Source: an optimization exercise on an open RTL-to-GDS flow (aim: small area and a short achievable clock period). Production flows keep margins and buffers that such runs may drop. RTL that was checked went through simulation tests only; none was proved equivalent to the original. Power figures rest on the tool's default switching activity, not on a simulated workload.

==> inputs of v21 <==
Design cpu_alu, start of the top module:
module cpu_alu #(
    parameter int WIDTH = pkg_cpu_alu::ALU_WIDTH
) (
    input  logic             clk,
    input  logic             rst,
    input  logic             in_valid,
    input  logic [WIDTH-1:0] a,
    input  logic [WIDTH-1:0] b,
    input  logic [3:0]       oper,
    input  logic [3:0]       flags_in,
    output logic             out_valid,
    output logic [WIDTH-1:0] result,
    output logic [3:0]       flags_out
);
    logic             w_mul;
    logic             w_arith;
    logic             w_rsb;
    logic             w_invb;
    logic [WIDTH-1:0] w_add_x;
    logic [WIDTH-1:0] w_add_y;
    logic             w_add_cin;
    logic [WIDTH-1:0] w_row0;
    logic [WIDTH-1:0] w_row1;
    logic [WIDTH-1:0] w_cpa_xn;
    logic [WIDTH-1:0] w_cpa_yn;
    logic             w_cout;
    logic             w_c31;
    logic             w_sum_zero;
    logic             w_other_zero;
    logic             w_add_v;
    logic [WIDTH-1:0] w_sh_result;
    logic             w_sh_c;
    logic [WIDTH-1:0] w_other;
    logic [WIDTH-1:0] w_result;
    logic [3:0]       w_flags;
    logic [15:0]      bone;
    logic [15:0]      btwo;
    logic [15:0]      bneg;
    logic             r_valid;
    logic [WIDTH-1:0] r_result;
    logic [3:0]       r_flags;
    assign w_mul   = (oper == OP_MUL);
    assign w_arith = (oper <= OP_RSB);
    assign w_rsb   = (oper == OP_RSB);
    assign w_invb  = (oper == OP_SUB) || (oper == OP_SBC) || (oper == OP_BIC);
    for (genvar k = 0; k < WIDTH; k++) begin : g_prep
  ...
==> flow/config.mk <==
export PLATFORM = sky130hd
export DESIGN_NAME = cpu_alu
export DESIGN_NICKNAME = cpu_alu
export VERILOG_FILES = /design/flow/design.v
export SDC_FILE = /design/flow/constraint.sdc
export NUM_CORES = 4
export LEC_CHECK = 0
export CAP_MARGIN = 20
export CORE_MARGIN = 2
export CORE_UTILIZATION = 65
export SETUP_SLACK_MARGIN = 3.3
export SLEW_MARGIN = 20
export SYNTH_HIERARCHICAL = 1
==> flow/constraint.sdc <==
create_clock -name core_clock -period 11.0 [get_ports {clk}]
set_input_delay 2.2000 -clock core_clock [delete_from_list [all_inputs] [get_ports {clk}]]
set_output_delay 2.2000 -clock core_clock [all_outputs]
set_load 0.01 [all_outputs]
standard.sh (not shown) runs the stock make flow with config.mk's settings and CLKGATE_MAP_FILE= SYNTH_SCRIPT=/design/flow/synth_recipe.tcl, a recipe that flattens the netlist after the stock synthesis.
==> flow/flow/run.sh <==
#!/bin/bash
# Standard layout, except that the port buffers are plain buf_2 cells instead of the
# resizer's default choice.
set -e
export BUFFER_PORTS_ARGS="-buffer_cell sky130_fd_sc_hd__buf_2"
bash standard.sh > standard.log 2>&1
==> v39 (differences from v21) <==
--- a/flow/design.v
+++ b/flow/design.v
@@ -1814,139 +1814,139 @@
     cpu_alu_nand2 u_n377 (.i_a(n373), .i_b(n374), .o_y(n377));
     logic n378;
     cpu_alu_nand2 u_n378 (.i_a(n375), .i_b(n376), .o_y(n378));
     logic n379;
     cpu_alu_nor2 u_n379 (.i_a(n377), .i_b(n378), .o_y(n379));
     assign o_zero_l = n379;
     logic n380;
-    cpu_alu_xnor2 u_n380 (.i_a(i_xn[0]), .i_b(i_yn[0]), .o_y(n380));
+    cpu_alu_inv u_n380 (.i_a(n33), .o_y(n380));
     cpu_alu_mux2i u_d0_0 (.i_s(i_sel), .i_0(n317), .i_1(n33), .o_y(d0n[0]));
     cpu_alu_mux2i u_d1_0 (.i_s(i_sel), .i_0(n317), .i_1(n380), .o_y(d1n[0]));
     logic n381;
-    cpu_alu_xnor2 u_n381 (.i_a(i_xn[1]), .i_b(i_yn[1]), .o_y(n381));
+    cpu_alu_inv u_n381 (.i_a(n34), .o_y(n381));
     cpu_alu_mux2i u_d0_1 (.i_s(i_sel), .i_0(n318), .i_1(n34), .o_y(d0n[1]));
     cpu_alu_mux2i u_d1_1 (.i_s(i_sel), .i_0(n318), .i_1(n381), .o_y(d1n[1]));
     logic n382;
-    cpu_alu_xnor2 u_n382 (.i_a(i_xn[2]), .i_b(i_yn[2]), .o_y(n382));
+    cpu_alu_inv u_n382 (.i_a(n35), .o_y(n382));
     cpu_alu_mux2i u_d0_2 (.i_s(i_sel), .i_0(n319), .i_1(n35), .o_y(d0n[2]));
     cpu_alu_mux2i u_d1_2 (.i_s(i_sel), .i_0(n319), .i_1(n382), .o_y(d1n[2]));
     logic n383;
-    cpu_alu_xnor2 u_n383 (.i_a(i_xn[3]), .i_b(i_yn[3]), .o_y(n383));
+    cpu_alu_inv u_n383 (.i_a(n36), .o_y(n383));
     cpu_alu_mux2i u_d0_3 (.i_s(i_sel), .i_0(n320), .i_1(n36), .o_y(d0n[3]));
     cpu_alu_mux2i u_d1_3 (.i_s(i_sel), .i_0(n320), .i_1(n383), .o_y(d1n[3]));
     logic n384;
-    cpu_alu_xnor2 u_n384 (.i_a(i_xn[4]), .i_b(i_yn[4]), .o_y(n384));
+    cpu_alu_inv u_n384 (.i_a(n37), .o_y(n384));
     cpu_alu_mux2i u_d0_4 (.i_s(i_sel), .i_0(n321), .i_1(n37), .o_y(d0n[4]));
     cpu_alu_mux2i u_d1_4 (.i_s(i_sel), .i_0(n321), .i_1(n384), .o_y(d1n[4]));
     logic n385;
-    cpu_alu_xnor2 u_n385 (.i_a(i_xn[5]), .i_b(i_yn[5]), .o_y(n385));
+    cpu_alu_inv u_n385 (.i_a(n38), .o_y(n385));
     cpu_alu_mux2i u_d0_5 (.i_s(i_sel), .i_0(n322), .i_1(n38), .o_y(d0n[5]));
     cpu_alu_mux2i u_d1_5 (.i_s(i_sel), .i_0(n322), .i_1(n385), .o_y(d1n[5]));
     logic n386;
-    cpu_alu_xnor2 u_n386 (.i_a(i_xn[6]), .i_b(i_yn[6]), .o_y(n386));
+    cpu_alu_inv u_n386 (.i_a(n39), .o_y(n386));
     cpu_alu_mux2i u_d0_6 (.i_s(i_sel), .i_0(n323), .i_1(n39), .o_y(d0n[6]));
     cpu_alu_mux2i u_d1_6 (.i_s(i_sel), .i_0(n323), .i_1(n386), .o_y(d1n[6]));
     logic n387;
-    cpu_alu_xnor2 u_n387 (.i_a(i_xn[7]), .i_b(i_yn[7]), .o_y(n387));
+    cpu_alu_inv u_n387 (.i_a(n40), .o_y(n387));
     cpu_alu_mux2i u_d0_7 (.i_s(i_sel), .i_0(n324), .i_1(n40), .o_y(d0n[7]));
     cpu_alu_mux2i u_d1_7 (.i_s(i_sel), .i_0(n324), .i_1(n387), .o_y(d1n[7]));
     logic n388;
-    cpu_alu_xnor2 u_n388 (.i_a(i_xn[8]), .i_b(i_yn[8]), .o_y(n388));
+    cpu_alu_inv u_n388 (.i_a(n41), .o_y(n388));
     cpu_alu_mux2i u_d0_8 (.i_s(i_sel), .i_0(n325), .i_1(n41), .o_y(d0n[8]));
     cpu_alu_mux2i u_d1_8 (.i_s(i_sel), .i_0(n325), .i_1(n388), .o_y(d1n[8]));
     logic n389;
-    cpu_alu_xnor2 u_n389 (.i_a(i_xn[9]), .i_b(i_yn[9]), .o_y(n389));
+    cpu_alu_inv u_n389 (.i_a(n42), .o_y(n389));
     cpu_alu_mux2i u_d0_9 (.i_s(i_sel), .i_0(n326), .i_1(n42), .o_y(d0n[9]));
     cpu_alu_mux2i u_d1_9 (.i_s(i_sel), .i_0(n326), .i_1(n389), .o_y(d1n[9]));
     logic n390;
-    cpu_alu_xnor2 u_n390 (.i_a(i_xn[10]), .i_b(i_yn[10]), .o_y(n390));
+    cpu_alu_inv u_n390 (.i_a(n43), .o_y(n390));
     cpu_alu_mux2i u_d0_10 (.i_s(i_sel), .i_0(n327), .i_1(n43), .o_y(d0n[10]));
     cpu_alu_mux2i u_d1_10 (.i_s(i_sel), .i_0(n327), .i_1(n390), .o_y(d1n[10]));
     logic n391;
-    cpu_alu_xnor2 u_n391 (.i_a(i_xn[11]), .i_b(i_yn[11]), .o_y(n391));
+    cpu_alu_inv u_n391 (.i_a(n44), .o_y(n391));
     cpu_alu_mux2i u_d0_11 (.i_s(i_sel), .i_0(n328), .i_1(n44), .o_y(d0n[11]));
     cpu_alu_mux2i u_d1_11 (.i_s(i_sel), .i_0(n328), .i_1(n391), .o_y(d1n[11]));
     logic n392;
-    cpu_alu_xnor2 u_n392 (.i_a(i_xn[12]), .i_b(i_yn[12]), .o_y(n392));
+    cpu_alu_inv u_n392 (.i_a(n45), .o_y(n392));
     cpu_alu_mux2i u_d0_12 (.i_s(i_sel), .i_0(n329), .i_1(n45), .o_y(d0n[12]));
     cpu_alu_mux2i u_d1_12 (.i_s(i_sel), .i_0(n329), .i_1(n392), .o_y(d1n[12]));
     logic n393;
-    cpu_alu_xnor2 u_n393 (.i_a(i_xn[13]), .i_b(i_yn[13]), .o_y(n393));
+    cpu_alu_inv u_n393 (.i_a(n46), .o_y(n393));
     cpu_alu_mux2i u_d0_13 (.i_s(i_sel), .i_0(n330), .i_1(n46), .o_y(d0n[13]));
     cpu_alu_mux2i u_d1_13 (.i_s(i_sel), .i_0(n330), .i_1(n393), .o_y(d1n[13]));
     logic n394;
-    cpu_alu_xnor2 u_n394 (.i_a(i_xn[14]), .i_b(i_yn[14]), .o_y(n394));
+    cpu_alu_inv u_n394 (.i_a(n47), .o_y(n394));
     cpu_alu_mux2i u_d0_14 (.i_s(i_sel), .i_0(n331), .i_1(n47), .o_y(d0n[14]));
     cpu_alu_mux2i u_d1_14 (.i_s(i_sel), .i_0(n331), .i_1(n394), .o_y(d1n[14]));
     logic n395;
-    cpu_alu_xnor2 u_n395 (.i_a(i_xn[15]), .i_b(i_yn[15]), .o_y(n395));
+    cpu_alu_inv u_n395 (.i_a(n48), .o_y(n395));
     cpu_alu_mux2i u_d0_15 (.i_s(i_sel), .i_0(n332), .i_1(n48), .o_y(d0n[15]));
     cpu_alu_mux2i u_d1_15 (.i_s(i_sel), .i_0(n332), .i_1(n395), .o_y(d1n[15]));
     logic n396;
-    cpu_alu_xnor2 u_n396 (.i_a(i_xn[16]), .i_b(i_yn[16]), .o_y(n396));
+    cpu_alu_inv u_n396 (.i_a(n49), .o_y(n396));
     cpu_alu_mux2i u_d0_16 (.i_s(i_sel), .i_0(n333), .i_1(n49), .o_y(d0n[16]));
     cpu_alu_mux2i u_d1_16 (.i_s(i_sel), .i_0(n333), .i_1(n396), .o_y(d1n[16]));
     logic n397;
-    cpu_alu_xnor2 u_n397 (.i_a(i_xn[17]), .i_b(i_yn[17]), .o_y(n397));
+    cpu_alu_inv u_n397 (.i_a(n50), .o_y(n397));
     cpu_alu_mux2i u_d0_17 (.i_s(i_sel), .i_0(n334), .i_1(n50), .o_y(d0n[17]));
     cpu_alu_mux2i u_d1_17 (.i_s(i_sel), .i_0(n334), .i_1(n397), .o_y(d1n[17]));
     logic n398;
-    cpu_alu_xnor2 u_n398 (.i_a(i_xn[18]), .i_b(i_yn[18]), .o_y(n398));
+    cpu_alu_inv u_n398 (.i_a(n51), .o_y(n398));
     cpu_alu_mux2i u_d0_18 (.i_s(i_sel), .i_0(n335), .i_1(n51), .o_y(d0n[18]));
     cpu_alu_mux2i u_d1_18 (.i_s(i_sel), .i_0(n335), .i_1(n398), .o_y(d1n[18]));
     logic n399;
-    cpu_alu_xnor2 u_n399 (.i_a(i_xn[19]), .i_b(i_yn[19]), .o_y(n399));
+    cpu_alu_inv u_n399 (.i_a(n52), .o_y(n399));
     cpu_alu_mux2i u_d0_19 (.i_s(i_sel), .i_0(n336), .i_1(n52), .o_y(d0n[19]));
     cpu_alu_mux2i u_d1_19 (.i_s(i_sel), .i_0(n336), .i_1(n399), .o_y(d1n[19]));
     logic n400;
-    cpu_alu_xnor2 u_n400 (.i_a(i_xn[20]), .i_b(i_yn[20]), .o_y(n400));
+    cpu_alu_inv u_n400 (.i_a(n53), .o_y(n400));
     cpu_alu_mux2i u_d0_20 (.i_s(i_sel), .i_0(n337), .i_1(n53), .o_y(d0n[20]));
     cpu_alu_mux2i u_d1_20 (.i_s(i_sel), .i_0(n337), .i_1(n400), .o_y(d1n[20]));
     logic n401;
-    cpu_alu_xnor2 u_n401 (.i_a(i_xn[21]), .i_b(i_yn[21]), .o_y(n401));
+    cpu_alu_inv u_n401 (.i_a(n54), .o_y(n401));
     cpu_alu_mux2i u_d0_21 (.i_s(i_sel), .i_0(n338), .i_1(n54), .o_y(d0n[21]));
     cpu_alu_mux2i u_d1_21 (.i_s(i_sel), .i_0(n338), .i_1(n401), .o_y(d1n[21]));
     logic n402;
-    cpu_alu_xnor2 u_n402 (.i_a(i_xn[22]), .i_b(i_yn[22]), .o_y(n402));
+    cpu_alu_inv u_n402 (.i_a(n55), .o_y(n402));
     cpu_alu_mux2i u_d0_22 (.i_s(i_sel), .i_0(n339), .i_1(n55), .o_y(d0n[22]));
     cpu_alu_mux2i u_d1_22 (.i_s(i_sel), .i_0(n339), .i_1(n402), .o_y(d1n[22]));
     logic n403;
-    cpu_alu_xnor2 u_n403 (.i_a(i_xn[23]), .i_b(i_yn[23]), .o_y(n403));
+    cpu_alu_inv u_n403 (.i_a(n56), .o_y(n403));
     cpu_alu_mux2i u_d0_23 (.i_s(i_sel), .i_0(n340), .i_1(n56), .o_y(d0n[23]));
     cpu_alu_mux2i u_d1_23 (.i_s(i_sel), .i_0(n340), .i_1(n403), .o_y(d1n[23]));
     logic n404;
-    cpu_alu_xnor2 u_n404 (.i_a(i_xn[24]), .i_b(i_yn[24]), .o_y(n404));
+    cpu_alu_inv u_n404 (.i_a(n57), .o_y(n404));
     cpu_alu_mux2i u_d0_24 (.i_s(i_sel), .i_0(n341), .i_1(n57), .o_y(d0n[24]));
     cpu_alu_mux2i u_d1_24 (.i_s(i_sel), .i_0(n341), .i_1(n404), .o_y(d1n[24]));
     logic n405;
-    cpu_alu_xnor2 u_n405 (.i_a(i_xn[25]), .i_b(i_yn[25]), .o_y(n405));
+    cpu_alu_inv u_n405 (.i_a(n58), .o_y(n405));
     cpu_alu_mux2i u_d0_25 (.i_s(i_sel), .i_0(n342), .i_1(n58), .o_y(d0n[25]));
     cpu_alu_mux2i u_d1_25 (.i_s(i_sel), .i_0(n342), .i_1(n405), .o_y(d1n[25]));
     logic n406;
-    cpu_alu_xnor2 u_n406 (.i_a(i_xn[26]), .i_b(i_yn[26]), .o_y(n406));
+    cpu_alu_inv u_n406 (.i_a(n59), .o_y(n406));
     cpu_alu_mux2i u_d0_26 (.i_s(i_sel), .i_0(n343), .i_1(n59), .o_y(d0n[26]));
     cpu_alu_mux2i u_d1_26 (.i_s(i_sel), .i_0(n343), .i_1(n406), .o_y(d1n[26]));
     logic n407;
-    cpu_alu_xnor2 u_n407 (.i_a(i_xn[27]), .i_b(i_yn[27]), .o_y(n407));
+    cpu_alu_inv u_n407 (.i_a(n60), .o_y(n407));
     cpu_alu_mux2i u_d0_27 (.i_s(i_sel), .i_0(n344), .i_1(n60), .o_y(d0n[27]));
     cpu_alu_mux2i u_d1_27 (.i_s(i_sel), .i_0(n344), .i_1(n407), .o_y(d1n[27]));
     logic n408;
-    cpu_alu_xnor2 u_n408 (.i_a(i_xn[28]), .i_b(i_yn[28]), .o_y(n408));
+    cpu_alu_inv u_n408 (.i_a(n61), .o_y(n408));
     cpu_alu_mux2i u_d0_28 (.i_s(i_sel), .i_0(n345), .i_1(n61), .o_y(d0n[28]));
     cpu_alu_mux2i u_d1_28 (.i_s(i_sel), .i_0(n345), .i_1(n408), .o_y(d1n[28]));
     logic n409;
-    cpu_alu_xnor2 u_n409 (.i_a(i_xn[29]), .i_b(i_yn[29]), .o_y(n409));
+    cpu_alu_inv u_n409 (.i_a(n62), .o_y(n409));
     cpu_alu_mux2i u_d0_29 (.i_s(i_sel), .i_0(n346), .i_1(n62), .o_y(d0n[29]));
     cpu_alu_mux2i u_d1_29 (.i_s(i_sel), .i_0(n346), .i_1(n409), .o_y(d1n[29]));
     logic n410;
-    cpu_alu_xnor2 u_n410 (.i_a(i_xn[30]), .i_b(i_yn[30]), .o_y(n410));
+    cpu_alu_inv u_n410 (.i_a(n63), .o_y(n410));
     cpu_alu_mux2i u_d0_30 (.i_s(i_sel), .i_0(n347), .i_1(n63), .o_y(d0n[30]));
     cpu_alu_mux2i u_d1_30 (.i_s(i_sel), .i_0(n347), .i_1(n410), .o_y(d1n[30]));
     logic n411;
-    cpu_alu_xnor2 u_n411 (.i_a(i_xn[31]), .i_b(i_yn[31]), .o_y(n411));
+    cpu_alu_inv u_n411 (.i_a(n64), .o_y(n411));
     cpu_alu_mux2i u_d0_31 (.i_s(i_sel), .i_0(n348), .i_1(n64), .o_y(d0n[31]));
     cpu_alu_mux2i u_d1_31 (.i_s(i_sel), .i_0(n348), .i_1(n411), .o_y(d1n[31]));
     assign p = {n64, n63, n62, n61, n60, n59, n58, n57, n56, n55, n54, n53, n52, n51, n50, n49, n48, n47, n46, n45, n44, n43, n42, n41, n40, n39, n38, n37, n36, n35, n34, n33};
     logic n412;
     cpu_alu_inv u_n412 (.i_a(n187), .o_y(n412));
     logic n413;
     cpu_alu_inv u_n413 (.i_a(n183), .o_y(n413));
==> flow/config.mk (replaced) <==
export PLATFORM = sky130hd
export DESIGN_NAME = cpu_alu
export DESIGN_NICKNAME = cpu_alu
export VERILOG_FILES = /design/flow/design.v
export SDC_FILE = /design/flow/constraint.sdc
export NUM_CORES = 4
export LEC_CHECK = 0
export CAP_MARGIN = 20
export CORE_MARGIN = 2
export CORE_UTILIZATION = 60
export SETUP_SLACK_MARGIN = 3.3
export SLEW_MARGIN = 20
export SYNTH_HIERARCHICAL = 1
==> summary of the runs <==
Sequential cell count is the same in v39 and v21. Of v21 and v39, v21 has the higher via count (gap about 6%, measured against v39). Between v21 and v39, the lower power is in v39 (gap 3.6%, measured against v39). Against v21, the area after synthesis of v39 is lower by about 0.9%.
For v21, only the layout was checked, not whether the RTL still works.

==> separate check: timing with driven ports <==
Ports are ideal in the flow. The routed layouts listed here were re-timed in OpenROAD.
Step 1 (the two cells are an assumption about what drives the block):
set clk [get_ports {clk}]
set_driving_cell -lib_cell sky130_fd_sc_hd__clkbuf_16 $clk
set_driving_cell -lib_cell sky130_fd_sc_hd__buf_2 [delete_from_list [all_inputs] $clk]
Step 2, shift: input delay + t, output delay - t, t = (earliest + latest rising clock arrival at the registers) / 2. This alone moves slack from input paths to output paths.
a / b / c = ideal ports / drivers / drivers and shift; a / b = the first two.
run	t (ns)	slack for setup (ns)	worst setup path at the end
v21	0.360	3.333 / 3.358 / 2.997	input to register
v39	0.336	3.452 / 3.456 / 3.120	input to register
After both steps every run listed still meets setup and hold. For v21, which loses most, drivers alone change the setup slack by +0.025 ns; drivers and shift together by -0.336 ns.
